This design comes from an exercise in tuning for a short achievable clock period and few clock cycles on the open sky130 flow, not from production work. Where RTL was checked, it was by simulation tests only, not by an equivalence proof against the original. Function not checked in run 4: the RTL went through the layout flow alone. Power and IR drop assume default switching activity.

$ cat flow/run.sh
#!/bin/bash
# synth_recipe.tcl (not shown) runs the flow's synth.tcl, then flattens the netlist and writes it again
# the make line also repeats each setting of config.mk as NAME=value (left out here)
make -C /OpenROAD-flow-scripts/flow DESIGN_CONFIG=/design/flow/config.mk WORK_HOME=/design/flow/orfs CLKGATE_MAP_FILE= SYNTH_SCRIPT=/design/flow/synth_recipe.tcl finish
$ cat flow/config.mk
export PLATFORM = sky130hd
export DESIGN_NAME = cpu_core
export DESIGN_NICKNAME = cpu_core
export VERILOG_FILES = /design/flow/design.v
export SDC_FILE = /design/flow/constraint.sdc
export NUM_CORES = 4
export LEC_CHECK = 0
export CAP_MARGIN = 20
export CORE_MARGIN = 2
export CORE_UTILIZATION = 30
export SLEW_MARGIN = 20
$ cat flow/constraint.sdc
create_clock -name core_clock -period 11.0 [get_ports {clk}]
set_input_delay 2.2000 -clock core_clock [delete_from_list [all_inputs] [get_ports {clk}]]
set_output_delay 2.2000 -clock core_clock [all_outputs]
set_load 0.01 [all_outputs]
$ cat flow/design.v
`timescale 1ns/100ps
package isa_pkg;
   localparam int code_w     = 16;
   localparam int reg_addr_w = 4;
   localparam int imm_w      = 8;
   localparam int tgt_w      = 8;    
   typedef enum logic [2:0] {
      alu_class = 3'd0,
      jz        = 3'd1,    
      jnz       = 3'd2,    
      loadi     = 3'd3,    
      jnc       = 3'd4,    
      jc        = 3'd5,    
      stop      = 3'd6,    
      nop       = 3'd7     
   } class_e;
   typedef enum logic [2:0] {
      op_sll  = 3'b000,
      op_srl  = 3'b001,
      op_add  = 3'b010,
      op_sub  = 3'b011,
      op_and  = 3'b100,
      op_xnor = 3'b101
   } alu_op_e;
   typedef struct packed {
      class_e                cls;
      alu_op_e               op;
      logic [reg_addr_w-1:0] dest;
      logic [reg_addr_w-1:0] src_a;
      logic [reg_addr_w-1:0] src_b;
      logic [imm_w-1:0]      imm;
      logic [tgt_w-1:0]      target;
   } decoded_t;
endpackage
`timescale 1ns/100ps
package core_pkg;
   localparam int word_w = 32;    
   typedef enum logic [1:0] {
      s_req     = 2'd0,
      s_release = 2'd1,
      s_exec    = 2'd2,
      s_halt    = 2'd3
   } seq_state_e;
   typedef struct packed {
      logic [word_w-1:0] data;
      logic              carry;    
   } alu_res_t;
   typedef struct packed {
      logic                     take;
      logic [7:0]                target;    
   } br_res_t;
   typedef struct packed {
      logic                          we;
      logic [3:0]                    addr;    
      logic [word_w-1:0]             data;
   } wb_t;
endpackage
`timescale 1ns/100ps
module instr_decoder (
   input  logic [isa_pkg::code_w-1:0] code,
   output isa_pkg::decoded_t          dec
);
   logic op_legal;
   assign op_legal = (code[14:12] <= 3'b101);    
   always_comb begin
      dec = '0;
      casez (code[15:12])
         4'b0???: dec.cls = op_legal ? isa_pkg::alu_class : isa_pkg::nop;
         4'b1000: dec.cls = isa_pkg::jz;
         4'b1001: dec.cls = isa_pkg::jnz;
         4'b1010: dec.cls = isa_pkg::loadi;
         4'b1011: dec.cls = isa_pkg::jnc;
         4'b1100: dec.cls = isa_pkg::jc;
         4'b1111: dec.cls = isa_pkg::stop;
         default: dec.cls = isa_pkg::nop;    
      endcase
      if (op_legal) begin
         dec.op = isa_pkg::alu_op_e'(code[14:12]);
      end else begin
         dec.op = isa_pkg::op_sll;
      end
      dec.dest   = code[11:8];
      dec.src_a  = code[7:4];    
      dec.src_b  = code[3:0];
      dec.imm    = code[7:0];
      dec.target = {code[11:8], code[3:0]};
   end
endmodule
`timescale 1ns/100ps
module reg_file #(
   parameter int data_w = 32
) (
   input  logic                          clk,
   input  logic                          arst_n,
   input  logic [isa_pkg::reg_addr_w-1:0] addr_a,
   input  logic [isa_pkg::reg_addr_w-1:0] addr_b,
   output logic [data_w-1:0]             rd_a,
   output logic [data_w-1:0]             rd_b,
   input  core_pkg::wb_t                 wb
);
   localparam int n_regs = 1 << isa_pkg::reg_addr_w;
   logic [data_w-1:0] regs [n_regs];
   always_ff @(posedge clk or negedge arst_n) begin
      if (!arst_n) begin
         for (int i = 0; i < n_regs; i++) regs[i] <= '0;
      end else if (wb.we) begin
         regs[wb.addr] <= wb.data[data_w-1:0];
      end
   end
   assign rd_a = regs[addr_a];
   assign rd_b = regs[addr_b];
endmodule
`timescale 1ns/100ps
module alu #(
   parameter int data_w = 32
) (
   input  logic [data_w-1:0] a,
   input  logic [data_w-1:0] b,
   input  isa_pkg::alu_op_e  op,
   output core_pkg::alu_res_t res
);
   logic              sub;
   logic [data_w-1:0] b_eff;
   logic [data_w:0]   sum;     
   logic [data_w-1:0] y;
   assign sub   = (op == isa_pkg::op_sub);
   assign b_eff = sub ? ~b : b;
   assign sum   = {1'b0, a} + {1'b0, b_eff} + sub;
   always_comb begin
      y = '0;
      case (op)
         isa_pkg::op_sll:  y = a << b[4:0];
         isa_pkg::op_srl:  y = a >> b[4:0];
         isa_pkg::op_add,
         isa_pkg::op_sub:  y = sum[data_w-1:0];
         isa_pkg::op_and:  y = a & b;
         isa_pkg::op_xnor: y = ~(a ^ b);
         default: y = '0;
      endcase
   end
   assign res.data  = core_pkg::word_w'(y);
   assign res.carry = sum[data_w];
endmodule
`timescale 1ns/100ps
module branch_unit #(
   parameter int data_w = 32
) (
   input  logic              clk,
   input  logic              arst_n,
   input  logic [data_w-1:0] a,
   input  isa_pkg::decoded_t dec,
   input  logic              alu_carry,
   input  logic              exec,
   output core_pkg::br_res_t br
);
   logic carry_q;
   logic a_zero;
   logic arith;
   assign a_zero = (a == '0);
   assign arith  = (dec.cls == isa_pkg::alu_class) && (dec.op == isa_pkg::op_add || dec.op == isa_pkg::op_sub);
   always_ff @(posedge clk or negedge arst_n) begin
      if (!arst_n) begin
         carry_q <= 1'b0;
      end else if (exec && arith) begin
         carry_q <= alu_carry;
      end
   end
   always_comb begin
      case (dec.cls)
         isa_pkg::jz:      br.take = a_zero;
         isa_pkg::jnz:     br.take = !a_zero;
         isa_pkg::jc:      br.take = carry_q;
         isa_pkg::jnc:     br.take = !carry_q;
         default: br.take = 1'b0;
      endcase
      br.target = dec.target;
   end
endmodule
`timescale 1ns/100ps
module sequencer #(
   parameter int data_w = 32,
   parameter int pc_w   = 8
) (
   input  logic                       clk,
   input  logic                       arst_n,
   output logic                       fetch_req,
   output logic [pc_w-1:0]            fetch_pc,
   input  logic [isa_pkg::code_w-1:0] fetch_code,
   input  logic                       fetch_ack,
   output logic [isa_pkg::code_w-1:0] code,
   input  isa_pkg::decoded_t          dec,
   input  core_pkg::alu_res_t         alu_res,
   input  core_pkg::br_res_t          br,
   output logic                       exec,
   output core_pkg::wb_t              wb,
   output logic                       halted
);
   core_pkg::seq_state_e        state;
   logic [pc_w-1:0]   pc;
   logic [data_w-1:0] wb_word;
   logic              wb_we;
   always_ff @(posedge clk or negedge arst_n) begin
      if (!arst_n) begin
         state     <= core_pkg::s_req;
         fetch_req <= 1'b0;
         pc        <= '0;
         code      <= '0;
      end else begin
         case (state)
            core_pkg::s_req: begin
               if (!fetch_req) begin
                  fetch_req <= 1'b1;
               end else if (fetch_ack) begin
                  code      <= fetch_code;
                  fetch_req <= 1'b0;
                  state     <= core_pkg::s_release;
               end
            end
            core_pkg::s_release: if (!fetch_ack) state <= core_pkg::s_exec;    
            core_pkg::s_exec: begin
               if (dec.cls == isa_pkg::stop) begin
                  state <= core_pkg::s_halt;    
               end else begin
                  state <= core_pkg::s_req;
                  pc    <= br.take ? br.target[pc_w-1:0] : pc + 1'b1;
               end
            end
            default: state <= core_pkg::s_halt;    
         endcase
      end
   end
   assign fetch_pc = pc;
   assign exec     = (state == core_pkg::s_exec);
   assign halted   = (state == core_pkg::s_halt);
   always_comb begin
      wb_we   = 1'b0;
      wb_word = '0;
      if (exec) begin
         case (dec.cls)
            isa_pkg::alu_class: begin
               wb_we   = 1'b1;
               wb_word = alu_res.data[data_w-1:0];
            end
            isa_pkg::loadi: begin
               wb_we   = 1'b1;
               wb_word = data_w'(dec.imm);    
            end
            default: wb_we = 1'b0;
         endcase
      end
      wb.we   = wb_we;
      wb.addr = dec.dest;
      wb.data = core_pkg::word_w'(wb_word);
   end
endmodule
`timescale 1ns/100ps
module cpu_core #(
   parameter int data_w = 32,
   parameter int pc_w   = 8
) (
   input  logic                           clk,
   input  logic                           arst_n,
   output logic                           fetch_req,
   output logic [pc_w-1:0]                fetch_pc,
   input  logic [isa_pkg::code_w-1:0]     fetch_code,
   input  logic                           fetch_ack,
   output logic                           wb_valid,
   output logic [isa_pkg::reg_addr_w-1:0] wb_addr,
   output logic [data_w-1:0]              wb_data,
   output logic                           halted
);
   logic [isa_pkg::code_w-1:0] code;
   isa_pkg::decoded_t          dec;
   logic [data_w-1:0] rd_a;
   logic [data_w-1:0] rd_b;
   core_pkg::alu_res_t          alu_res;
   core_pkg::br_res_t           br;
   core_pkg::wb_t               wb;
   logic              exec;
   instr_decoder u_dec (
      .code (code),
      .dec  (dec)
   );
   reg_file #(.data_w(data_w)) u_rf (
      .clk    (clk),
      .arst_n (arst_n),
      .addr_a (dec.src_a),
      .addr_b (dec.src_b),
      .rd_a   (rd_a),
      .rd_b   (rd_b),
      .wb     (wb)
   );
   alu #(.data_w(data_w)) u_alu (
      .a   (rd_a),
      .b   (rd_b),
      .op  (dec.op),
      .res (alu_res)
   );
   branch_unit #(.data_w(data_w)) u_br (
      .clk       (clk),
      .arst_n    (arst_n),
      .a         (rd_a),
      .dec       (dec),
      .alu_carry (alu_res.carry),
      .exec      (exec),
      .br        (br)
   );
   sequencer #(.data_w(data_w), .pc_w(pc_w)) u_seq (
      .clk        (clk),
      .arst_n     (arst_n),
      .fetch_req  (fetch_req),
      .fetch_pc   (fetch_pc),
      .fetch_code (fetch_code),
      .fetch_ack  (fetch_ack),
      .code       (code),
      .dec        (dec),
      .alu_res    (alu_res),
      .br         (br),
      .exec       (exec),
      .wb         (wb),
      .halted     (halted)
   );
   assign wb_valid = wb.we;
   assign wb_addr  = wb.addr;
   assign wb_data  = wb.data[data_w-1:0];
endmodule
==> flow_metrics.py, run 1 <==
metrics = {
    "run_status": {
        "status": "no timing/DRC/antenna violations",
    },
    "min_path": {
        "min_from": "u_rf.regs[5][25]",
        "hp-class": "register to register",
        "min_path_cells": 2,
    },
    "timing": {
        "rsz0062_at_grt": "false",
        "tightestPinTransition_ns": 1.13,
        "layout_min_cycle_time_ns": 10.12,
        "max_freq_ghz": 0.0989,
        "timing.clock.skew_ns": 0.0492,
        "setup_viol": 0,
        "relSlewSlack": 0.228,
        "tns_ns": 0,
        "hold_viol_final": 0,
        "report.final.slew_viol_count": 0,
        "setup_slack_ns": 0.884,
        "period_share": 0.920,
    },
    "synth": {
        "ys_ff_latch": 540,
        "ys_types": 107,
        "ys_seq_area_frac": 0.385,
        "synth_top_cell_area_share": 0.385,
        "synthCells": 4113,
        "avgSynthCellArea_um2": 8.54,
        "yosys.area.top_type": "dfrtp_1",
        "synth_nets": 4198,
        "synth.area.top_cells": "dfrtp_1 38%, nand2_1 6.6%, o21ai_0 6.5%",
        "syn-cell-area_mm2": 0.0351,
        "synth_edf_count": 0,
        "yosys_warnings": 6,
        "async_flop_share": 1.00,
        "synth_flop_cell": "dfrtp_1",
    },
    "drt": {
        "firstDrtPassIters": 7,
        "post-route-drc-count": 0,
        "drt-vias-per-instance": 6.45,
        "ant_nets": 0,
        "drtIter0Drc": 6251,
        "vias": 36100,
        "routed_wl_um": 185000,
        "wl_per_cell_um": 33.0,
    },
    "power_and_ir_drop": {
        "leakagePower_nw": 16.7,
        "p_sw_frac": 0.225,
        "peakVddDrop_uv": 119,
        "comb_power_share": 0.012,
        "seq_power_share": 0.473,
        "p_sw_w": 0.000944,
        "clockPowerShare": 0.515,
        "powerDensity_mw_per_mm2": 106,
        "p_int_w": 0.00325,
    },
    "global_routing": {
        "grt_max_degree": 157,
        "grt_first_pass_wirelength_um": 261000,
        "grt_pass1_vias": 33400,
        "grt-ovfl-total": 0,
        "track_usage": 0.299,
        "antenna_found_initial": 8,
    },
    "clocking": {
        "cts_buffers": 59,
        "clock-sinks": 540,
        "clk_pin_slew_ns": 0.07,
        "post_cts_buffers": 0,
        "htree_num_levels": 2,
        "clockBufferDepth": 3,
        "cts_tree": "built",
        "clk-insertion-delay-late_ns": 0.68,
        "cts_hold_buffers": 0,
        "cts_root_buffer": "clkbuf_16",
        "cts_resized": 0,
    },
    "die": {
        "io_pins": 66,
        "die_h_um": 346,
        "die-area_mm2": 0.120,
        "core_mm2": 0.116,
        "die_w_um": 346,
        "rows": 125,
        "start_util": 0.302,
    },
    "finish": {
        "design_area_mm2": 0.0395,
        "fin_nets": 4103,
        "stdcell_count": 5599,
        "syn_to_final_growth_pct": 12.5,
        "drive_gt1_frac": 0.112,
    },
    "place": {
        "post-place-ws_ns": 1.82,
        "dpl.hpwl_um": 128000,
        "place.gp.congestion": 1.03,
        "dp.cells": 5481,
        "dpl_cell_area_mm2": 0.0374,
        "io_buffers": 65,
    },
    "worst_setup_path": {
        "required_ns": 8.80,
        "critPathLaunch": "u_seq.code[6]",
        "worstSetupPathType": "register to primary output",
        "r2r_start": "u_seq.code[6]",
        "worstSetupStartpointType": "register",
        "r2r_slack_ns": 3.82,
        "cp_max_fo": 76,
        "end_kind": "primary output",
        "cp.arrival_ns": 7.92,
        "rr_worst_depth": 15,
    },
    "run": {
        "max_cap_viol_count": 0,
    },
}
[stage by stage]
step	power, W	hold slack, ns	utilization
2_1_floorplan	0.00202	0.458	-
3_5_place_dp	0.00207	0.494	0.322
3_3_place_gp	0.00207	0.485	0.322
4_1_cts	0.00421	0.509	0.340
6_report	0.00420	0.512	0.340
5_1_grt	0.00430	0.535	0.340
[routing by layer]
metal  wire length [µm]  vias up  GRT usage
met2              74400     2836      0.419
met1              74200    17500      0.404
met5                 68        -          0
li1                   -    15100          -
met4              13100       10      0.180
met3              23100      651     0.0841
[cells in the mapped netlist, types with 13 or more instances]
| cell | number |
|---|---|
| nand3b_1 | 22 |
| o32a_1 | 16 |
| buf_2 | 97 |
| a32oi_1 | 33 |
| dfrtp_1 | 540 |
| or3_1 | 14 |
| nand2b_1 | 36 |
| nor2b_1 | 25 |
| a31oi_1 | 63 |
| and3_1 | 28 |
| a22o_1 | 96 |
| a21oi_1 | 178 |
| o22ai_1 | 38 |
| a32o_1 | 15 |
| ha_1 | 65 |
| nand4_1 | 40 |
| clkbuf_1 | 219 |
| o221ai_1 | 13 |
| a221oi_1 | 57 |
| or2_2 | 13 |
| nand3_1 | 87 |
| nor3b_1 | 16 |
| nor3_1 | 47 |
| xnor2_1 | 50 |
| mux2_2 | 73 |
| buf_4 | 32 |
| and2_1 | 24 |
| a22oi_1 | 194 |
| a211oi_1 | 41 |
| mux2i_1 | 121 |
| inv_1 | 62 |
| a21o_1 | 36 |
| a211o_1 | 18 |
| buf_1 | 15 |
| o211ai_1 | 25 |
| o21ai_0 | 455 |
| nor2_1 | 257 |
| o22a_1 | 32 |
| nand2_1 | 615 |
| o21ai_1 | 55 |
[worst max-delay path, stage by stage, from the launching register on]
cell             delay, ns
dfrtp_4               1.08
nor2b_2               1.04
a22o_1                0.27
a21oi_1               0.07
o221ai_1              0.57
nand2_1               0.23
inv_1                 0.19
fa_1                  0.23
a21o_1                0.17
a21oi_1               0.13
o21ai_0               0.44
a21oi_1               0.18
o2111ai_1             0.44
nand4_1               0.25
a31oi_1               0.29
xor2_1                0.11
nand2_1               0.08
and3_1                0.70
nor2_1                0.15
clkdlybuf4s50_1       0.54
[sequential cells by signal (all words and copies together), names as in the netlist]
signal           cells
u_rf.regs          512
u_seq.pc             8
u_seq.code          16
u_seq.fetch_req      1
u_seq.state          2
u_br.carry_q         1
[cell families (layout without fill, tap and decap cells)]
group | Yosys count | count (layout) | synth area share
xor+xnor | 59 | 59 | 0.0147
simple gates | 1289 | 1289 | 0.168
mux | 208 | 208 | 0.0638
fa+ha+maj | 66 | 66 | 0.0237
compound gates | 1510 | 1510 | 0.289
buf+inv | 441 | 395 | 0.0557
flops | 540 | 540 | 0.385
other cells | 0 | 8 | 0
[placed cells by master, fill, tap and decap left out, types with 33 or more instances in the layout]
master           synthesis  final
nand4_1                 40     40
a211oi_1                41     41
clkdlybuf4s50_1          0     64
nor3_1                  47     41
clkbuf_16                0     59
a22oi_1                194    194
a221oi_1                57     57
ha_1                    65     65
buf_4                   32    148
a21o_1                  36     36
o22ai_1                 38     38
dfrtp_1                540    532
a22o_1                  96     96
mux2_2                  73     73
a31oi_1                 63     59
xnor2_1                 50     50
o21ai_0                455    455
o21ai_1                 55     55
mux2i_1                121    121
a32oi_1                 33     33
nand3_1                 87     83
inv_1                   62     62
nand2b_1                36     36
a21oi_1                178    178
nor2_1                 257    246
nand2_1                615    603
[path summary, 6_finish.rpt]
path                               endpoint
min in group asynchronous  u_rf.regs[1][13]
min                        u_rf.regs[5][25]
max reg2reg                u_rf.regs[6][31]
max in group asynchronous     u_seq.code[3]
min reg2reg                u_rf.regs[5][25]
max                             wb_data[30]
[area by class of cell]
type / count / area, µm²
Fill cell: 12100 / 76700
Clock buffer: 81 / 1720
Timing Repair Buffer: 215 / 1810
Inverter: 70 / 263
Multi-Input combinational cell: 3132 / 19900
Antenna cell: 8 / 20.0
Tap cell: 1524 / 1910
Sequential cell: 540 / 13500
Clock inverter: 29 / 372
[power by group through the flow]
| stage | Combinational [W] | Sequential, W | Clock (W) |
|---|---|---|---|
| final | 0.0000494 | 0.00199 | 0.00216 |
| after global routing | 0.0000574 | 0.00198 | 0.00225 |
| after CTS | 0.0000521 | 0.00199 | 0.00217 |
| after detailed placement | 0.0000521 | 0.00202 | 0 |
| after global placement | 0.0000518 | 0.00202 | 0 |
| after floorplan | 0.000000138 | 0.00202 | 0 |
Testbench counts, summed over its fixed seeds: cycles 66,472.
==> inputs of run 2 (changes only) <==
--- a/flow/design.v
+++ b/flow/design.v
@@ -270,57 +270,128 @@
    output logic                           halted
 );
-   logic [isa_pkg::code_w-1:0] code;
-   isa_pkg::decoded_t          dec;
-   logic [data_w-1:0] rd_a;
-   logic [data_w-1:0] rd_b;
-   core_pkg::alu_res_t          alu_res;
-   core_pkg::br_res_t           br;
-   core_pkg::wb_t               wb;
-   logic              exec;
-   instr_decoder u_dec (
-      .code (code),
-      .dec  (dec)
-   );
-   reg_file #(.data_w(data_w)) u_rf (
-      .clk    (clk),
-      .arst_n (arst_n),
-      .addr_a (dec.src_a),
-      .addr_b (dec.src_b),
-      .rd_a   (rd_a),
-      .rd_b   (rd_b),
-      .wb     (wb)
-   );
-   alu #(.data_w(data_w)) u_alu (
-      .a   (rd_a),
-      .b   (rd_b),
-      .op  (dec.op),
-      .res (alu_res)
-   );
-   branch_unit #(.data_w(data_w)) u_br (
-      .clk       (clk),
-      .arst_n    (arst_n),
-      .a         (rd_a),
-      .dec       (dec),
-      .alu_carry (alu_res.carry),
-      .exec      (exec),
-      .br        (br)
-   );
-   sequencer #(.data_w(data_w), .pc_w(pc_w)) u_seq (
-      .clk        (clk),
-      .arst_n     (arst_n),
-      .fetch_req  (fetch_req),
-      .fetch_pc   (fetch_pc),
-      .fetch_code (fetch_code),
-      .fetch_ack  (fetch_ack),
-      .code       (code),
-      .dec        (dec),
-      .alu_res    (alu_res),
-      .br         (br),
-      .exec       (exec),
-      .wb         (wb),
-      .halted     (halted)
-   );
-   assign wb_valid = wb.we;
-   assign wb_addr  = wb.addr;
-   assign wb_data  = wb.data[data_w-1:0];
+   logic                       req_q;       
+   logic                       pend_q;      
+   logic [pc_w-1:0]            pc_q;        
+   logic [isa_pkg::code_w-1:0] code_q;
+   logic                       dv_q;        
+   logic                       halt_q;
+   logic [data_w-1:0] regs [16];
+   logic              carry_q;
+   logic [3:0]        op_hi;
+   logic [data_w-1:0] rs_a, rs_b;
+   logic              a_zero, take, is_stop, is_alu, is_ldi;
+   logic [pc_w-1:0]   npc;
+   assign op_hi   = code_q[15:12];
+   assign rs_a    = regs[code_q[7:4]];
+   assign rs_b    = regs[code_q[3:0]];
+   assign a_zero  = (rs_a == '0);
+   assign is_stop = (op_hi == 4'b1111);
+   assign is_alu  = !op_hi[3] && (op_hi[2:0] <= 3'd5);
+   assign is_ldi  = (op_hi == 4'b1010);
+   always_comb begin
+      case (op_hi)
+         4'b1000: take = a_zero;
+         4'b1001: take = !a_zero;
+         4'b1011: take = !carry_q;
+         4'b1100: take = carry_q;
+         default: take = 1'b0;
+      endcase
+      npc = take ? {code_q[11:8], code_q[3:0]} : pc_q + 1'b1;
+   end
+   logic              ex_we_q;
+   logic [3:0]        ex_d_q;
+   logic [2:0]        ex_op_q;     
+   logic              ex_setc_q;
+   logic [data_w-1:0] ex_a_q, ex_b_q;
+   always_ff @(posedge clk or negedge arst_n) begin
+      if (!arst_n) begin
+         req_q   <= 1'b0;
+         pend_q  <= 1'b1;
+         pc_q    <= '0;
+         code_q  <= '0;
+         dv_q    <= 1'b0;
+         halt_q  <= 1'b0;
+      end else begin
+         dv_q <= 1'b0;
+         if (req_q) begin
+            if (fetch_ack) begin
+               code_q <= fetch_code;
+               dv_q   <= 1'b1;
+               req_q  <= 1'b0;
+            end
+         end else if (dv_q) begin
+            if (is_stop) begin
+               halt_q <= 1'b1;               
+            end else begin
+               pc_q   <= npc;
+               req_q  <= !fetch_ack;
+               pend_q <= fetch_ack;
+            end
+         end else if (pend_q && !fetch_ack) begin
+            req_q  <= 1'b1;
+            pend_q <= 1'b0;
+         end
+      end
+   end
+   always_ff @(posedge clk or negedge arst_n) begin
+      if (!arst_n) begin
+         ex_we_q   <= 1'b0;
+         ex_d_q    <= '0;
+         ex_op_q   <= '0;
+         ex_setc_q <= 1'b0;
+         ex_a_q    <= '0;
+         ex_b_q    <= '0;
+      end else begin
+         ex_we_q   <= dv_q && (is_alu || is_ldi);
+         ex_setc_q <= dv_q && is_alu && (op_hi[2:1] == 2'b01);
+         if (dv_q) begin
+            ex_d_q  <= code_q[11:8];
+            ex_op_q <= is_ldi ? 3'd6 : op_hi[2:0];
+            ex_a_q  <= is_ldi ? data_w'(code_q[7:0]) : rs_a;
+            ex_b_q  <= rs_b;
+         end
+      end
+   end
+   logic              sub;
+   logic [data_w:0]   sum;
+   logic [data_w-1:0] y;
+   assign sub = ex_op_q[0];
+   assign sum = {1'b0, ex_a_q} + {1'b0, sub ? ~ex_b_q : ex_b_q} + sub;
+   always_comb begin
+      case (ex_op_q)
+         3'd0:    y = ex_a_q << ex_b_q[4:0];
+         3'd1:    y = ex_a_q >> ex_b_q[4:0];
+         3'd2,
+         3'd3:    y = sum[data_w-1:0];
+         3'd4:    y = ex_a_q & ex_b_q;
+         3'd5:    y = ~(ex_a_q ^ ex_b_q);
+         default: y = ex_a_q;
+      endcase
+   end
+   logic              wb_v_q;
+   logic [3:0]        wb_a_q;
+   logic [data_w-1:0] wb_d_q;
+   always_ff @(posedge clk or negedge arst_n) begin
+      if (!arst_n) begin
+         carry_q <= 1'b0;
+         wb_v_q  <= 1'b0;
+         wb_a_q  <= '0;
+         wb_d_q  <= '0;
+         for (int i = 0; i < 16; i++) regs[i] <= '0;
+      end else begin
+         wb_v_q <= ex_we_q;
+         if (ex_setc_q) carry_q <= sum[data_w];
+         if (ex_we_q) begin
+            wb_a_q       <= ex_d_q;
+            wb_d_q       <= y;
+            regs[ex_d_q] <= y;
+         end
+      end
+   end
+   assign fetch_req = req_q;
+   assign fetch_pc  = pc_q;
+   assign wb_valid  = wb_v_q;
+   assign wb_addr   = wb_a_q;
+   assign wb_data   = wb_d_q;
+   assign halted    = halt_q;
 endmodule
--- a/flow/config.mk
+++ b/flow/config.mk
@@ -6,6 +6,8 @@
 export NUM_CORES = 4
 export LEC_CHECK = 0
+export ABC_CLOCK_PERIOD_IN_PS = 2500
 export CAP_MARGIN = 20
 export CORE_MARGIN = 2
-export CORE_UTILIZATION = 30
+export CORE_UTILIZATION = 40
+export SETUP_SLACK_MARGIN = 5
 export SLEW_MARGIN = 20
==> run 2 against run 1 <==
  * Total power increased to 3.5 times the previous value
  * Area after synthesis is 9.4% higher
  * Via count grew 3.7%
  * Utilization rose by 11 points
  * Sequential power up 98%
  * Critical path depth is 8 lower
  * Maximum frequency rose by 78%
  * Sequential share of layout area rose by 3.6 points
  * Combinational power grew to 160 times the previous value
==> flow_metrics.py, run 2 <==
metrics = {
    "timing": {
        "layout_min_cycle_time_ns": 5.68,
        "tightestPinTransition_ns": 1.14,
        "report.final.slew_viol_count": 0,
        "setup_slack_ns": 5.32,
        "rsz0062_at_grt": "false",
        "tns_ns": 0,
        "timing.clock.skew_ns": 0.0466,
        "setup_viol": 0,
        "relSlewSlack": 0.237,
        "hold_viol_final": 0,
        "period_share": 0.516,
        "max_freq_ghz": 0.176,
    },
    "drt": {
        "drtIter0Drc": 6430,
        "post-route-drc-count": 0,
        "firstDrtPassIters": 10,
        "ant_nets": 0,
        "vias": 37400,
        "wl_per_cell_um": 31.9,
        "drt-vias-per-instance": 6.73,
        "routed_wl_um": 178000,
    },
    "synth": {
        "yosys_warnings": 2,
        "synth_nets": 4432,
        "synthCells": 4341,
        "ys_seq_area_frac": 0.424,
        "yosys.area.top_type": "dfrtp_1",
        "async_flop_share": 1.00,
        "syn-cell-area_mm2": 0.0384,
        "ys_types": 91,
        "synth_commonest_cells": "777 x nand2_1, 650 x dfrtp_1, 489 x o21ai_0, 358 x a21oi_1, 289 x clkbuf_1",
        "synth.area.top_cells": "dfrtp_1 42%, nand2_1 7.6%, o21ai_0 6.4%",
        "synth_top_cell_area_share": 0.423,
        "avgSynthCellArea_um2": 8.85,
        "synth_flop_cell": "dfrtp_1",
        "synth_edf_count": 0,
        "ys_ff_latch": 651,
        "synth.most_common_cell": "nand2_1",
    },
    "finish": {
        "mostFrequentLayoutCells": "765 x nand2_1, 639 x dfrtp_1, 489 x o21ai_0, 356 x a21oi_1, 222 x a22oi_1",
        "fillers": 9279,
        "regMostFlops": "regs",
        "largest_register_ffs": 512,
        "regArea_mm2": 0.0163,
        "multi_input_area_mm2": 0.0205,
        "layout_commonest_cell": "nand2_1",
        "syn_to_final_growth_pct": 12.4,
        "drive_gt1_frac": 0.122,
        "fin_nets": 4320,
    },
    "clocking": {
        "clk_pin_slew_ns": 0.06,
        "clk-insertion-delay-late_ns": 0.66,
        "cts_buffers": 77,
        "htree_num_levels": 3,
        "cts_hold_buffers": 0,
        "cts_resized": 0,
        "clock-sinks": 651,
        "cts_root_buffer": "clkbuf_16",
        "clockBufferDepth": 3,
        "cts_tree": "built",
        "post_cts_buffers": 0,
    },
    "die": {
        "rows": 113,
        "core_mm2": 0.0950,
        "die_w_um": 314,
        "start_util": 0.404,
        "io_pins": 66,
        "die-area_mm2": 0.0985,
        "die_h_um": 314,
    },
    "global_routing": {
        "antenna_found_initial": 11,
        "track_usage": 0.354,
        "grt_max_degree": 153,
        "grt-ovfl-total": 0,
        "grt_first_pass_wirelength_um": 256000,
        "grt_pass1_vias": 35600,
    },
    "worst_setup_path": {
        "cp_max_fo": 38,
        "required_ns": 11.49,
        "worstSetupStartpointType": "register",
        "cpPeakStageDelay_ns": 0.99,
        "cp.arrival_ns": 6.17,
        "crit_chain": "buf_4 > buf_4 > and3b_1 > a21oi_1 > o211ai_1 > a222oi_1 > and4b_1 > nand3_2 > a211oi_4 > mux2i_1 > a2bb2oi_1",
        "crit_slowest_cell": "a222oi_1",
        "end_kind": "register",
        "worstSetupPathType": "register to register",
        "critPathMostFrequentCell": "buf_4",
    },
    "min_path": {
        "hp-class": "register to register",
    },
    "run": {
        "max_cap_viol_count": 0,
    },
    "place": {
        "post-place-ws_ns": 5.73,
        "io_buffers": 65,
        "place.gp.congestion": 1.02,
        "dpl.hpwl_um": 113000,
    },
    "power_and_ir_drop": {
        "leakagePower_nw": 18.7,
        "powerDensity_mw_per_mm2": 337,
        "peakVddDrop_uv": 207,
    },
    "run_status": {
        "status": "no timing/DRC/antenna violations",
    },
}
==> run 2: final cells by class <==
| cell class | instances | share of cell area |
|---|---|---|
| flip-flops and latches | 651 | 0.378 |
| inverters | 73 | 0.00635 |
| clock buffers | 109 | 0.0516 |
| well taps | 1265 | 0.0367 |
| diodes | 7 | 0.000406 |
| multi-input cells | 3237 | 0.476 |
| repair buffers | 189 | 0.0375 |
| clock inverters | 34 | 0.0135 |
==> run 2: layer usage <==
layer  routed length, µm  share of wire  GRT usage  vias to the layer above
li1                    -              -          -                    15600
met1               68800           0.39      0.458                    18200
met2               74300           0.42      0.512                     2842
met3               22100           0.12      0.117                      800
met4               12500          0.070      0.214                        6
met5                  47        0.00026          0                        -
==> run 2: path summary, 6_finish.rpt <==
kind,start,endpoint,slack (ns),cells after the start
worst max-delay path,code_q[7],pc_q[4],5.32,11
worst min-delay path,ex_setc_q,carry_q,0.47,1
worst max register to register,code_q[7],pc_q[4],5.32,11
worst min register to register,ex_setc_q,carry_q,0.47,1
max in group asynchronous,arst_n,regs[11][6],7.04,3
min in group asynchronous,arst_n,wb_d_q[12],1.61,1
==> run 2: through the flow <==
| step | hold slack [ns] | utilization | std cells | power (W) | instance area, µm² |
|---|---|---|---|---|---|
| after floorplan | 0.352 | - | 4341 | 0.00804 | 38400 |
| after global placement | 0.453 | 0.424 | 5413 | 0.0113 | 40300 |
| after detailed placement | 0.463 | 0.424 | 5414 | 0.0113 | 40300 |
| after CTS | 0.473 | 0.454 | 5557 | 0.0141 | 43100 |
| after global routing | 0.497 | 0.454 | 5560 | 0.0150 | 43200 |
| final | 0.469 | 0.454 | 5565 | 0.0146 | 43200 |
==> run 2: critical path, delay by kind of cell, from the launching register on <==
family | cells | cell delay (ns)
DFF | 1 | 0.72
muxes | 1 | 0.27
and+or+nand+nor | 3 | 1.15
AOI/OAI and AO/OA | 5 | 2.27
buffers and inverters | 2 | 1.00
==> run 2: cells by family after synthesis <==
group / Yosys count / share of synthesized area
XOR/XNOR: 53 / 0.0121
multiplexers: 281 / 0.0939
AO/OA/AOI/OAI: 1490 / 0.245
adder cells (fa/ha/maj): 72 / 0.0236
buffers and inverters: 453 / 0.0477
AND/OR/NAND/NOR: 1341 / 0.153
flip-flops: 651 / 0.424
==> run 2: where the power goes <==
group	total (W)	internal (W)	leakage (nW)	switching, W
combinational	0.00775	0.00235	8.50	0.00540
clock	0.00286	0.00173	1.36	0.00113
sequential	0.00394	0.00295	8.88	0.000990
Testbench counts of run 2, summed over its fixed seeds: cycles 33,308.
==> inputs of run 3 (changes only) <==
==> flow/flow/run.sh (new file) <==
#!/bin/bash
# Standard layout, with repair_timing aiming well below the 11 ns clock
# (setup margin) so that the achieved period is pushed down. Constraints
# are the design's own.
set -uo pipefail
bash standard.sh SETUP_SLACK_MARGIN=${MARGIN:-7.8} finish > standard_flow.log 2>&1
==> flow/standard.sh (new file) <==
#!/bin/bash
# synth_recipe.tcl (not shown) runs the flow's synth.tcl, then flattens the netlist and writes it again
# the make line also repeats each setting of config.mk as NAME=value (left out here)
make -C /OpenROAD-flow-scripts/flow DESIGN_CONFIG=/design/flow/config.mk WORK_HOME=/design/flow/orfs CLKGATE_MAP_FILE= SYNTH_SCRIPT=/design/flow/synth_recipe.tcl "${@:-finish}"
--- a/flow/config.mk
+++ b/flow/config.mk
@@ -10,4 +10,3 @@
 export CORE_MARGIN = 2
 export CORE_UTILIZATION = 40
-export SETUP_SLACK_MARGIN = 5
 export SLEW_MARGIN = 20
removed: flow/run.sh
==> run 3 against run 2 <==
  * Total power grew 34%
  * Via count up 9.1%
  * Synthesized cell count is the same
  * Register-to-register slack improved by 1.6 ns
  * Die area is the same
  * Area after synthesis unchanged
  * Combinational power grew 66%
  * Cell count up 4.6%
  * Sequential cell count unchanged
  * Maximum frequency up 39%
==> flow_metrics.py, run 3 <==
metrics = {
    "finish": {
        "drive_gt1_frac": 0.270,
        "regMostFlops": "regs",
        "layout_commonest_cell": "nand2_1",
        "largest_register_ffs": 512,
        "fin_nets": 4583,
        "mostFrequentLayoutCells": "758 x nand2_1, 631 x dfrtp_1, 292 x a21oi_1, 218 x a22oi_1, 215 x o21ai_0",
        "design_area_mm2": 0.0491,
        "syn_to_final_growth_pct": 27.8,
        "stdcell_count": 5823,
    },
    "run": {
        "max_cap_viol_count": 0,
    },
    "synth": {
        "ys_types": 91,
        "yosys.area.top_type": "dfrtp_1",
        "async_flop_share": 1.00,
        "syn-cell-area_mm2": 0.0384,
        "synth_top_cell_area_share": 0.423,
        "synth_flop_cell": "dfrtp_1",
        "ys_seq_area_frac": 0.424,
        "synth_commonest_cells": "777 x nand2_1, 650 x dfrtp_1, 489 x o21ai_0, 358 x a21oi_1, 289 x clkbuf_1",
        "synthCells": 4341,
        "yosys_warnings": 2,
        "synth.most_common_cell": "nand2_1",
        "synth.area.top_cells": "dfrtp_1 42%, nand2_1 7.6%, o21ai_0 6.4%",
        "synth_edf_count": 0,
        "synth_nets": 4432,
        "avgSynthCellArea_um2": 8.85,
        "ys_ff_latch": 651,
    },
    "timing": {
        "tightestPinTransition_ns": 1.20,
        "setup_viol": 0,
        "report.final.slew_viol_count": 0,
        "timing.clock.skew_ns": 0.0541,
        "relSlewSlack": 0.196,
        "tns_ns": 0,
        "max_freq_ghz": 0.244,
        "layout_min_cycle_time_ns": 4.09,
        "hold_viol_final": 0,
        "period_share": 0.372,
        "setup_slack_ns": 6.91,
        "rsz0062_at_grt": "true",
        "hold_slack_ns": 0.467,
    },
    "clocking": {
        "cts_buffers": 76,
        "clock-sinks": 651,
        "cts_tree": "built",
        "clk-insertion-delay-late_ns": 0.68,
        "cts_root_buffer": "clkbuf_16",
        "cts_hold_buffers": 0,
        "clk_pin_slew_ns": 0.06,
        "htree_num_levels": 3,
        "clockBufferDepth": 3,
    },
    "die": {
        "die_h_um": 314,
        "core_mm2": 0.0950,
        "io_pins": 66,
        "rows": 113,
        "die-area_mm2": 0.0985,
        "die_w_um": 314,
        "start_util": 0.404,
    },
    "power_and_ir_drop": {
        "peakVddDrop_uv": 271,
        "powerDensity_mw_per_mm2": 397,
        "leakagePower_nw": 21.3,
    },
    "global_routing": {
        "track_usage": 0.387,
        "grt_first_pass_wirelength_um": 276000,
        "grt-ovfl-total": 0,
        "grt_max_degree": 164,
        "grt_pass1_vias": 37600,
        "antenna_found_initial": 12,
    },
    "worst_setup_path": {
        "r2r_start": "code_q[4]",
        "cp.arrival_ns": 4.60,
        "cp_max_fo": 11,
        "required_ns": 11.51,
        "critPathCapture": "pc_q[2]",
        "rr_worst_depth": 14,
        "timing.rr.end": "pc_q[2]",
        "worstSetupStartpointType": "register",
        "end_kind": "register",
        "r2r_slack_ns": 6.91,
        "critPathLaunch": "code_q[4]",
        "worstSetupPathType": "register to register",
    },
    "drt": {
        "firstDrtPassIters": 12,
        "post-route-drc-count": 0,
        "wl_per_cell_um": 34.9,
        "ant_nets": 0,
        "vias": 40900,
        "drt-vias-per-instance": 7.02,
        "routed_wl_um": 203000,
        "drtIter0Drc": 7634,
    },
    "place": {
        "io_buffers": 65,
        "place.gp.congestion": 1.04,
        "dp.cells": 5410,
        "dpl_cell_area_mm2": 0.0405,
        "post-place-ws_ns": 5.53,
        "dpl.hpwl_um": 118000,
    },
    "min_path": {
        "hp-class": "register to register",
        "min_path_cells": 1,
    },
    "run_status": {
        "status": "no timing/DRC/antenna violations",
    },
}
-- run 3: cell count changes in the layout (fill, tap and decap cells not counted), moves of 34 or more --
| cell | before | now |
|---|---|---|
| a21oi_1 | 356 | 292 |
| a21oi_2 | 2 | 41 |
| buf_12 | 1 | 50 |
| buf_4 | 122 | 214 |
| buf_6 | 0 | 69 |
| clkdlybuf4s50_1 | 64 | 17 |
| mux2_2 | 128 | 94 |
| mux2_4 | 0 | 35 |
| o21ai_0 | 489 | 215 |
| o21ai_1 | 3 | 83 |
| o21ai_2 | 0 | 185 |
-- run 3: power by group --
| group | total, W | switching, W | internal (W) |
|---|---|---|---|
| clock network | 0.00275 | 0.00114 | 0.00161 |
| registers | 0.00386 | 0.000904 | 0.00295 |
| logic | 0.0129 | 0.00794 | 0.00494 |
-- run 3: timing repair --
item                                    4_1_cts  5_1_grt
resized for setup                           577      498
cloned                                       21       28
endpoints found under the setup margin      837      705
setup buffers                               121       99
pin swaps                                   100      182
-- run 3: worst min path at each step --
stage,start,end,slack [ns]
2_1_floorplan,ex_we_q,wb_v_q,0.35
3_3_place_gp,ex_setc_q,carry_q,0.46
3_5_place_dp,ex_setc_q,carry_q,0.47
4_1_cts,ex_setc_q,carry_q,0.47
5_1_grt,ex_setc_q,carry_q,0.50
6_report,ex_setc_q,carry_q,0.47
-- run 3: routing by layer --
metal / share of wire / track usage / vias to the layer above
met5: 0.0026 / 0 / -
li1: - / - / 16200
met2: 0.40 / 0.548 / 3630
met4: 0.090 / 0.264 / 16
met3: 0.15 / 0.143 / 1192
met1: 0.36 / 0.490 / 19800
-- run 3: logic make-up (layout without fill, tap and decap cells) --
family | Yosys count | count (layout) | synth area share
flops | 651 | 651 | 0.424
simple gates | 1341 | 1341 | 0.153
other cells | 0 | 4 | 0
compound gates | 1490 | 1506 | 0.245
xor+xnor | 53 | 53 | 0.0121
fa+ha+maj | 72 | 72 | 0.0236
buf+inv | 453 | 650 | 0.0477
mux | 281 | 281 | 0.0939
-- run 3: through the flow --
stage | util | power, W
floorplan | - | 0.00835
global placement | 0.426 | 0.0113
detailed placement | 0.426 | 0.0114
CTS | 0.484 | 0.0165
global route | 0.517 | 0.0198
finish | 0.517 | 0.0195
-- run 3: cell type report --
type / count / area, µm²
fillers: 8654 / 45900
repair buffers: 437 / 5010
multi-input cells: 3253 / 23200
flip-flops and latches: 651 / 16300
clock inverters: 31 / 467
clock buffers: 109 / 2220
diodes: 4 / 10.0
inverters: 73 / 290
well taps: 1265 / 1580
-- run 3: critical path, cell delays in order, from the launching register on --
cell and delay (ns):
dfrtp_4 0.48, buf_2 0.20, buf_8 0.18, nor3_1 0.82, nand2_1 0.16, a32o_1 0.30, a31oi_1 0.41, a2111oi_1 0.12
and4_1 0.20, and4_1 0.18, a211oi_4 0.25, buf_12 0.19, buf_4 0.12, mux2i_1 0.20, a2bb2oi_1 0.09
==> inputs of run 4 (changes only) <==
--- a/flow/design.v
+++ b/flow/design.v
@@ -270,65 +270,151 @@
    output logic                           halted
 );
-   logic                       req_q;       
-   logic                       pend_q;      
-   logic [pc_w-1:0]            pc_q;        
-   logic [isa_pkg::code_w-1:0] code_q;
-   logic                       dv_q;        
-   logic                       halt_q;
+   localparam int n_words = 1 << pc_w;
+   logic [15:0]        icache [n_words];
+   logic [n_words-1:0] ival_q;
+   logic               wr_q;         
+   logic [pc_w-1:0]    wa_q;
+   logic [15:0]        wd_q;
+   always_ff @(posedge clk) begin
+      if (wr_q) icache[wa_q] <= wd_q;
+   end
+   logic            req_q;
+   logic [pc_w-1:0] fa_q;            
+   logic [pc_w-1:0] pf_q;            
+   logic            ack_now, idle;
+   assign ack_now = req_q && fetch_ack;
+   assign idle    = !req_q && !fetch_ack;
+   logic [pc_w-1:0]   fpc_q;
+   logic              dv_q;
+   logic [15:0]       dc_q;
+   logic [pc_w-1:0]   dpc_q;
+   logic              stop_q, halt_q;
+   logic [pc_w-1:0]   stop_pc_q;
    logic [data_w-1:0] regs [16];
    logic              carry_q;
-   logic [3:0]        op_hi;
+   logic              ex_we_q, ex_setc_q, ex_br_q, fwd_a_q, fwd_b_q;
+   logic [1:0]        ex_brk_q;      
+   logic [pc_w-1:0]   ex_tgt_q;
+   logic [3:0]        ex_d_q;
+   logic [2:0]        ex_op_q;       
+   logic [data_w-1:0] ex_a_q, ex_b_q;
+   logic [data_w-1:0] res_q;         
+   logic              wb_v_q;
+   logic [3:0]        wb_a_q;
+   logic [data_w-1:0] xa, xb, y;
+   logic [data_w:0]   sum;
+   logic              sub, ex_take;
+   assign xa  = fwd_a_q ? res_q : ex_a_q;
+   assign xb  = fwd_b_q ? res_q : ex_b_q;
+   assign sub = ex_op_q[0];
+   assign sum = {1'b0, xa} + {1'b0, sub ? ~xb : xb} + sub;
+   always_comb begin
+      case (ex_op_q)
+         3'd0:    y = xa << xb[4:0];
+         3'd1:    y = xa >> xb[4:0];
+         3'd2,
+         3'd3:    y = sum[data_w-1:0];
+         3'd4:    y = xa & xb;
+         3'd5:    y = ~(xa ^ xb);
+         default: y = xa;
+      endcase
+      case (ex_brk_q)
+         2'd0:    ex_take = (xa == '0);
+         2'd1:    ex_take = (xa != '0);
+         2'd2:    ex_take = !carry_q;
+         default: ex_take = carry_q;
+      endcase
+   end
+   logic ex_redir;
+   assign ex_redir = ex_br_q && ex_take;
+   logic [3:0]        op;
    logic [data_w-1:0] rs_a, rs_b;
-   logic              a_zero, take, is_stop, is_alu, is_ldi;
-   logic [pc_w-1:0]   npc;
-   assign op_hi   = code_q[15:12];
-   assign rs_a    = regs[code_q[7:4]];
-   assign rs_b    = regs[code_q[3:0]];
-   assign a_zero  = (rs_a == '0);
-   assign is_stop = (op_hi == 4'b1111);
-   assign is_alu  = !op_hi[3] && (op_hi[2:0] <= 3'd5);
-   assign is_ldi  = (op_hi == 4'b1010);
+   logic              d_live, is_alu, is_ldi, is_stop, is_bz, is_bc;
+   logic              haz_a, haz_b, br_in_ex, d_take, d_redir, stop_d;
+   assign op      = dc_q[15:12];
+   assign rs_a    = regs[dc_q[7:4]];
+   assign rs_b    = regs[dc_q[3:0]];
+   assign d_live  = dv_q && !ex_redir && !stop_q;
+   assign is_alu  = !op[3] && (op[2:0] <= 3'd5);
+   assign is_ldi  = (op == 4'b1010);
+   assign is_stop = (op == 4'b1111);
+   assign is_bz   = (op == 4'b1000) || (op == 4'b1001);
+   assign is_bc   = (op == 4'b1011) || (op == 4'b1100);
+   assign haz_a   = ex_we_q && (ex_d_q == dc_q[7:4]);
+   assign haz_b   = ex_we_q && (ex_d_q == dc_q[3:0]);
+   assign br_in_ex = (is_bz && haz_a) || (is_bc && ex_setc_q);
    always_comb begin
-      case (op_hi)
-         4'b1000: take = a_zero;
-         4'b1001: take = !a_zero;
-         4'b1011: take = !carry_q;
-         4'b1100: take = carry_q;
-         default: take = 1'b0;
+      case (op)
+         4'b1000: d_take = (rs_a == '0);
+         4'b1001: d_take = (rs_a != '0);
+         4'b1011: d_take = !carry_q;
+         4'b1100: d_take = carry_q;
+         default: d_take = 1'b0;
       endcase
-      npc = take ? {code_q[11:8], code_q[3:0]} : pc_q + 1'b1;
    end
-   logic              ex_we_q;
-   logic [3:0]        ex_d_q;
-   logic [2:0]        ex_op_q;     
-   logic              ex_setc_q;
-   logic [data_w-1:0] ex_a_q, ex_b_q;
+   assign d_redir = d_live && !br_in_ex && d_take;
+   assign stop_d  = d_live && is_stop;
+   logic            redirect, hit, deliver, f_ok, need, pf_ok;
+   logic [pc_w-1:0] tgt;
+   assign redirect = ex_redir || d_redir;
+   assign tgt      = ex_redir ? ex_tgt_q : {dc_q[11:8], dc_q[3:0]};
+   assign hit      = ival_q[fpc_q];
+   assign deliver  = ack_now && (fa_q == fpc_q);
+   assign f_ok     = (hit || deliver) && !stop_q;
+   assign need     = !hit && !stop_q && !stop_d && !redirect && !(wr_q && wa_q == fpc_q);
+   assign pf_ok    = !ival_q[pf_q] && !stop_q && !stop_d && !redirect && !(wr_q && wa_q == pf_q);
    always_ff @(posedge clk or negedge arst_n) begin
       if (!arst_n) begin
-         req_q   <= 1'b0;
-         pend_q  <= 1'b1;
-         pc_q    <= '0;
-         code_q  <= '0;
-         dv_q    <= 1'b0;
-         halt_q  <= 1'b0;
+         ival_q <= '0;
+         wr_q   <= 1'b0;
+         wa_q   <= '0;
+         wd_q   <= '0;
+         req_q  <= 1'b0;
+         fa_q   <= '0;
+         pf_q   <= '0;
+         fpc_q  <= '0;
+         dv_q   <= 1'b0;
+         dc_q   <= '0;
+         dpc_q  <= '0;
+         stop_q <= 1'b0;
+         stop_pc_q <= '0;
+         halt_q <= 1'b0;
       end else begin
-         dv_q <= 1'b0;
+         wr_q <= 1'b0;
+         if (wr_q) ival_q[wa_q] <= 1'b1;
          if (req_q) begin
             if (fetch_ack) begin
-               code_q <= fetch_code;
-               dv_q   <= 1'b1;
-               req_q  <= 1'b0;
+               req_q <= 1'b0;
+               wr_q  <= 1'b1;
+               wa_q  <= fa_q;
+               wd_q  <= fetch_code;
+               pf_q  <= fa_q + 1'b1;
             end
-         end else if (dv_q) begin
-            if (is_stop) begin
-               halt_q <= 1'b1;               
-            end else begin
-               pc_q   <= npc;
-               req_q  <= !fetch_ack;
-               pend_q <= fetch_ack;
+         end else if (stop_q) begin
+            halt_q <= 1'b1;                  
+            fa_q   <= stop_pc_q;
+         end else if (idle) begin
+            if (need) begin
+               req_q <= 1'b1;
+               fa_q  <= fpc_q;
+            end else if (pf_ok) begin
+               req_q <= 1'b1;
+               fa_q  <= pf_q;
+            end else if (ival_q[pf_q]) begin
+               pf_q  <= pf_q + 1'b1;
             end
-         end else if (pend_q && !fetch_ack) begin
-            req_q  <= 1'b1;
-            pend_q <= 1'b0;
+         end
+         if (redirect) begin
+            dv_q  <= 1'b0;
+            fpc_q <= tgt;
+         end else begin
+            dv_q  <= f_ok;
+            dc_q  <= hit ? icache[fpc_q] : fetch_code;
+            dpc_q <= fpc_q;
+            if (f_ok) fpc_q <= fpc_q + 1'b1;
+         end
+         if (stop_d) begin
+            stop_q    <= 1'b1;
+            stop_pc_q <= dpc_q;
          end
       end
@@ -337,39 +423,29 @@
       if (!arst_n) begin
          ex_we_q   <= 1'b0;
+         ex_setc_q <= 1'b0;
+         ex_br_q   <= 1'b0;
+         ex_brk_q  <= '0;
+         ex_tgt_q  <= '0;
          ex_d_q    <= '0;
          ex_op_q   <= '0;
-         ex_setc_q <= 1'b0;
          ex_a_q    <= '0;
          ex_b_q    <= '0;
+         fwd_a_q   <= 1'b0;
+         fwd_b_q   <= 1'b0;
       end else begin
-         ex_we_q   <= dv_q && (is_alu || is_ldi);
-         ex_setc_q <= dv_q && is_alu && (op_hi[2:1] == 2'b01);
-         if (dv_q) begin
-            ex_d_q  <= code_q[11:8];
-            ex_op_q <= is_ldi ? 3'd6 : op_hi[2:0];
-            ex_a_q  <= is_ldi ? data_w'(code_q[7:0]) : rs_a;
-            ex_b_q  <= rs_b;
-         end
+         ex_we_q   <= d_live && (is_alu || is_ldi);
+         ex_setc_q <= d_live && is_alu && (op[2:1] == 2'b01);
+         ex_br_q   <= d_live && br_in_ex;
+         ex_brk_q  <= op[3] ? ((op == 4'b1000) ? 2'd0 : (op == 4'b1001) ? 2'd1 :
+                               (op == 4'b1011) ? 2'd2 : 2'd3) : 2'd0;
+         ex_tgt_q  <= {dc_q[11:8], dc_q[3:0]};
+         ex_d_q    <= dc_q[11:8];
+         ex_op_q   <= is_ldi ? 3'd6 : op[2:0];
+         ex_a_q    <= is_ldi ? data_w'(dc_q[7:0]) : rs_a;
+         ex_b_q    <= rs_b;
+         fwd_a_q   <= haz_a && !is_ldi;
+         fwd_b_q   <= haz_b;
       end
    end
-   logic              sub;
-   logic [data_w:0]   sum;
-   logic [data_w-1:0] y;
-   assign sub = ex_op_q[0];
-   assign sum = {1'b0, ex_a_q} + {1'b0, sub ? ~ex_b_q : ex_b_q} + sub;
-   always_comb begin
-      case (ex_op_q)
-         3'd0:    y = ex_a_q << ex_b_q[4:0];
-         3'd1:    y = ex_a_q >> ex_b_q[4:0];
-         3'd2,
-         3'd3:    y = sum[data_w-1:0];
-         3'd4:    y = ex_a_q & ex_b_q;
-         3'd5:    y = ~(ex_a_q ^ ex_b_q);
-         default: y = ex_a_q;
-      endcase
-   end
-   logic              wb_v_q;
-   logic [3:0]        wb_a_q;
-   logic [data_w-1:0] wb_d_q;
    always_ff @(posedge clk or negedge arst_n) begin
       if (!arst_n) begin
@@ -377,5 +453,5 @@
          wb_v_q  <= 1'b0;
          wb_a_q  <= '0;
-         wb_d_q  <= '0;
+         res_q   <= '0;
          for (int i = 0; i < 16; i++) regs[i] <= '0;
       end else begin
@@ -384,5 +460,5 @@
          if (ex_we_q) begin
             wb_a_q       <= ex_d_q;
-            wb_d_q       <= y;
+            res_q        <= y;
             regs[ex_d_q] <= y;
          end
@@ -390,8 +466,8 @@
    end
    assign fetch_req = req_q;
-   assign fetch_pc  = pc_q;
+   assign fetch_pc  = fa_q;
    assign wb_valid  = wb_v_q;
    assign wb_addr   = wb_a_q;
-   assign wb_data   = wb_d_q;
+   assign wb_data   = res_q;
    assign halted    = halt_q;
 endmodule
--- a/flow/flow/run.sh
+++ b/flow/flow/run.sh
@@ -4,3 +4,3 @@
 # are the design's own.
 set -uo pipefail
-bash standard.sh SETUP_SLACK_MARGIN=${MARGIN:-7.8} finish > standard_flow.log 2>&1
+bash standard.sh SETUP_SLACK_MARGIN=${MARGIN:-7.5} finish > standard_flow.log 2>&1
--- a/flow/config.mk
+++ b/flow/config.mk
@@ -6,7 +6,8 @@
 export NUM_CORES = 4
 export LEC_CHECK = 0
-export ABC_CLOCK_PERIOD_IN_PS = 2500
+export ABC_CLOCK_PERIOD_IN_PS = 3000
 export CAP_MARGIN = 20
 export CORE_MARGIN = 2
 export CORE_UTILIZATION = 40
 export SLEW_MARGIN = 20
+export SYNTH_MEMORY_MAX_BITS = 8192
==> run 4 against run 3 <==
  * Still clean
  * Critical path depth rose by 4
  * Synthesized cell count rose to 2.7 times the previous value
  * Area after synthesis rose to 5.5 times the previous value
  * Via count rose to 3.1 times the previous value
  * Register-to-register slack got worse by 0.38 ns
  * Worst setup slack got worse by 0.38 ns
  * Global-route usage fell by 12 points
  * Largest power group is now sequential cells
  * Highest routed layer unchanged
==> flow_metrics.py, run 4 <==
metrics = {
    "synth": {
        "ys_seq_area_frac": 0.698,
        "synth_edf_count": 4096,
        "ys_types": 96,
        "synth_commonest_cells": "4096 x edfxtp_1, 1511 x mux4_2, 984 x nand2_1, 973 x dfrtp_1, 556 x nor2_1",
        "synth_flop_cell": "edfxtp_1",
        "synth_nets": 11900,
        "yosys.area.top_type": "edfxtp_1",
        "avgSynthCellArea_um2": 17.9,
        "yosys_warnings": 2,
        "ys_ff_latch": 5069,
        "synth.most_common_cell": "edfxtp_1",
        "syn-cell-area_mm2": 0.211,
        "synthCells": 11800,
        "synth.area.top_cells": "edfxtp_1 58%, mux4_2 16%, dfrtp_1 12%",
        "async_flop_share": 0.192,
        "synth_top_cell_area_share": 0.583,
    },
    "finish": {
        "layout_commonest_cell": "edfxtp_1",
        "largest_register_ffs": 4096,
        "mostFrequentLayoutCells": "4096 x edfxtp_1, 1511 x mux4_2, 923 x nand2_1, 901 x dfrtp_1, 647 x buf_4",
        "syn_to_final_growth_pct": 18.8,
        "regMostFlops": "icache",
        "drive_gt1_frac": 0.327,
        "reg.largest.list": "icache x4096, regs x512, ival_q x256",
        "fin_nets": 12700,
    },
    "run_status": {
        "status": "no timing/DRC/antenna violations",
    },
    "die": {
        "die_w_um": 730,
        "core_mm2": 0.525,
        "die_h_um": 730,
        "start_util": 0.402,
        "rows": 266,
        "io_pins": 66,
        "die-area_mm2": 0.533,
    },
    "worst_setup_path": {
        "path_delay_family": "simple AND/OR/NAND/NOR gates",
        "crit_slowest_cell": "a31oi_1",
        "timing.rr.end": "fa_q[0]",
        "r2r_start": "dc_q[5]",
        "critPathLaunch": "dc_q[5]",
        "end_kind": "register",
        "cp_max_fo": 8,
        "crit_buf_inv": 5,
        "cp.arrival_ns": 5.40,
        "crit_chain": "buf_16 > buf_16 > buf_4 > nor2b_4 > a221oi_1 > or3_1 > a31oi_1 > a2111oi_4 > and4_1 > and4b_1 > nand2_4 > mux2_4 > nor2_4 > buf_12 > o2111ai_4 > a21oi_4 > buf_12 > o221ai_2",
        "rr_worst_depth": 18,
        "cpPeakStageDelay_ns": 0.60,
        "worstSetupPathType": "register to register",
        "cp.depth": 18,
        "critPathCapture": "fa_q[0]",
        "r2r_slack_ns": 6.53,
        "worstSetupStartpointType": "register",
        "required_ns": 11.93,
    },
    "place": {
        "dpl.hpwl_um": 407000,
        "place.gp.congestion": 0.952,
        "io_buffers": 65,
    },
    "global_routing": {
        "grt_first_pass_wirelength_um": 993000,
        "grt_max_degree": 217,
        "grt_use_met2": 0.399,
        "top_usage_layer": "met2",
        "track_usage": 0.264,
        "grt-ovfl-total": 0,
        "grtUsageMet1": 0.372,
        "grt_pass1_vias": 124000,
        "antenna_found_initial": 56,
        "grt_use_met3": 0.0560,
    },
    "timing": {
        "max_freq_ghz": 0.224,
        "tns_ns": 0,
        "hold_slack_ns": 0.436,
        "setup_viol": 0,
        "tightestPinTransition_ns": 1.22,
        "hold_viol_final": 0,
        "report.final.slew_viol_count": 0,
        "rsz0062_at_grt": "true",
        "timing.clock.skew_ns": 0.0521,
        "layout_min_cycle_time_ns": 4.47,
        "period_share": 0.406,
        "relSlewSlack": 0.187,
    },
    "power_and_ir_drop": {
        "finalPower_w": 0.0645,
        "leakagePower_nw": 86.8,
        "peakVddDrop_uv": 268,
        "powerDensity_mw_per_mm2": 257,
    },
    "min_path": {
        "hp-class": "register to register",
    },
    "clocking": {
        "cts_buffers": 529,
        "clock-sinks": 5069,
        "htree_num_levels": 6,
        "cts_root_buffer": "clkbuf_16",
        "cts_tree": "built",
        "clockBufferDepth": 4,
        "clk-insertion-delay-late_ns": 1.07,
        "clk_pin_slew_ns": 0.06,
    },
    "drt": {
        "firstDrtPassIters": 8,
        "post-route-drc-count": 0,
        "drt-vias-per-instance": 6.31,
        "routed_wl_um": 720000,
        "drtIter0Drc": 18400,
        "ant_nets": 0,
        "wl_per_cell_um": 36.0,
        "vias": 126000,
    },
    "run": {
        "max_cap_viol_count": 0,
    },
}
[run 4: changes by cell type after synthesis, moves of 36 or more]
| cell | before | now |
|---|---|---|
| o21ai_0 | 489 | 525 |
| buf_2 | 46 | 136 |
| mux2i_1 | 98 | 144 |
| nor2_1 | 228 | 556 |
| dfrtp_1 | 650 | 973 |
| o21bai_1 | 4 | 268 |
| a21oi_1 | 358 | 279 |
| mux4_2 | 49 | 1511 |
| nand2_1 | 777 | 984 |
| buf_1 | 31 | 106 |
| clkbuf_1 | 289 | 549 |
| edfxtp_1 | 0 | 4096 |
[run 4: cell families after synthesis]
| logic type | after synthesis | share of synthesized area |
|---|---|---|
| adders and majority gates | 74 | 0.00442 |
| muxes | 1808 | 0.176 |
| and+or+nand+nor | 2046 | 0.0423 |
| xor gates and xnor gates | 109 | 0.00452 |
| DFF | 5069 | 0.698 |
| AOI/OAI and AO/OA | 1787 | 0.0560 |
| buffers and inverters | 914 | 0.0181 |
[run 4: metal layers]
layer | routed length [µm] | vias up
met1 | 283000 | 67000
met5 | 159 | -
met3 | 76600 | 1741
li1 | - | 49300
met2 | 323000 | 8083
met4 | 37300 | 24
[run 4: through the flow]
stage | cell area [µm²] | worst slack, ns | cells | utilization
final | 251000 | 6.53 | 20000 | 0.477
after global routing | 251000 | 6.44 | 20000 | 0.477
after CTS | 248000 | 6.62 | 19900 | 0.472
after detailed placement | 222000 | 4.75 | 18500 | 0.423
after global placement | 222000 | 4.83 | 18500 | 0.422
after floorplan | 212000 | 6.75 | 11800 | -
[run 4: cell type report]
type                       instances  area (µm²)
timing repair buffer            1077       13400
clock buffer                     691       14200
sequential                      5069      148000
multi-input combinational       5841       63900
inverter                          80         328
fill                           43300      275000
tap                             6968        8720
antenna                           23        57.6
clock inverter                   253        2580
[run 4: how the worst min path moves through the flow]
stage	startpoint	endpoint	slack, ns	cells past startpoint
finish	dc_q[8]	ex_d_q[0]	0.44	0
global route	dc_q[8]	ex_d_q[0]	0.45	0
CTS	dc_q[8]	ex_d_q[0]	0.43	0
detailed placement	dc_q[11]	ex_tgt_q[7]	0.39	0
global placement	dc_q[11]	ex_tgt_q[7]	0.39	0
floorplan	dc_q[8]	ex_d_q[0]	0.37	0
[run 4: timing repair]
| action | CTS | global route |
|---|---|---|
| gates resized for setup | 1082 | 467 |
| setup buffers | 301 | 89 |
| cloned | 113 | 19 |
| hold buffers | 0 | 0 |
| setup endpoints to repair | 1787 | 1250 |
| pin swaps | 150 | 129 |
[run 4: worst reg2reg max path, cell delays in order, from the launching register on]
cell       delay (ns)
dfrtp_4          0.53
buf_16           0.18
buf_16           0.17
buf_4            0.15
nor2b_4          0.33
a221oi_1         0.16
or3_1            0.32
a31oi_1          0.60
a2111oi_4        0.06
and4_1           0.25
and4b_1          0.22
nand2_4          0.12
mux2_4           0.33
nor2_4           0.14
buf_12           0.16
o2111ai_4        0.16
a21oi_4          0.22
buf_12           0.15
o221ai_2         0.10
[run 4: power by group]
part           switching [W]  total, W  leakage [nW]  internal (W)
logic                 0.0131    0.0216          28.6       0.00853
registers            0.00143    0.0253          50.0        0.0239
clock network        0.00768    0.0176          8.13       0.00988
total                 0.0222    0.0645          86.8        0.0423

-- re-timing with driven ports --
Ports are ideal in the flow. The routed layouts listed here were re-timed in OpenROAD. Step 1 (the two cells are an assumption about what drives the block):
set clk [get_ports {clk}]
set_driving_cell -lib_cell sky130_fd_sc_hd__clkbuf_16 $clk
set_driving_cell -lib_cell sky130_fd_sc_hd__buf_2 [delete_from_list [all_inputs] $clk]
Step 2 adds t to the input delays and takes it off the output delays; t is the mean of the earliest and latest rising clock arrival at the registers after step 1. Input paths then give back, and output paths get back, about the clock's delay inside the block. Slacks: no drivers / after step 1 / after step 2; pairs: no drivers / after step 1.
run	shift t [ns]	setup slack, ns	worst hold slack (ns)	worst setup path at the end	pins driven straight from the clock port
run 1	0.732	0.884 / 0.807 / 1.539	0.512 / 0.512 / 0.512	register to output	1
run 2	0.711	5.319 / 5.319 / 5.319	0.469 / 0.469 / 0.469	register to register	1
run 3	0.725	6.905 / 6.905 / 6.905	0.467 / 0.467 / 0.467	register to register	1
run 4	1.171	6.529 / 6.529 / 6.293	0.436 / 0.436 / 0.436	input to register	1
After both steps setup and hold are still met in every run listed. For run 4, which loses most, drivers alone change the setup slack by 0.000 ns; drivers and shift together by -0.236 ns.
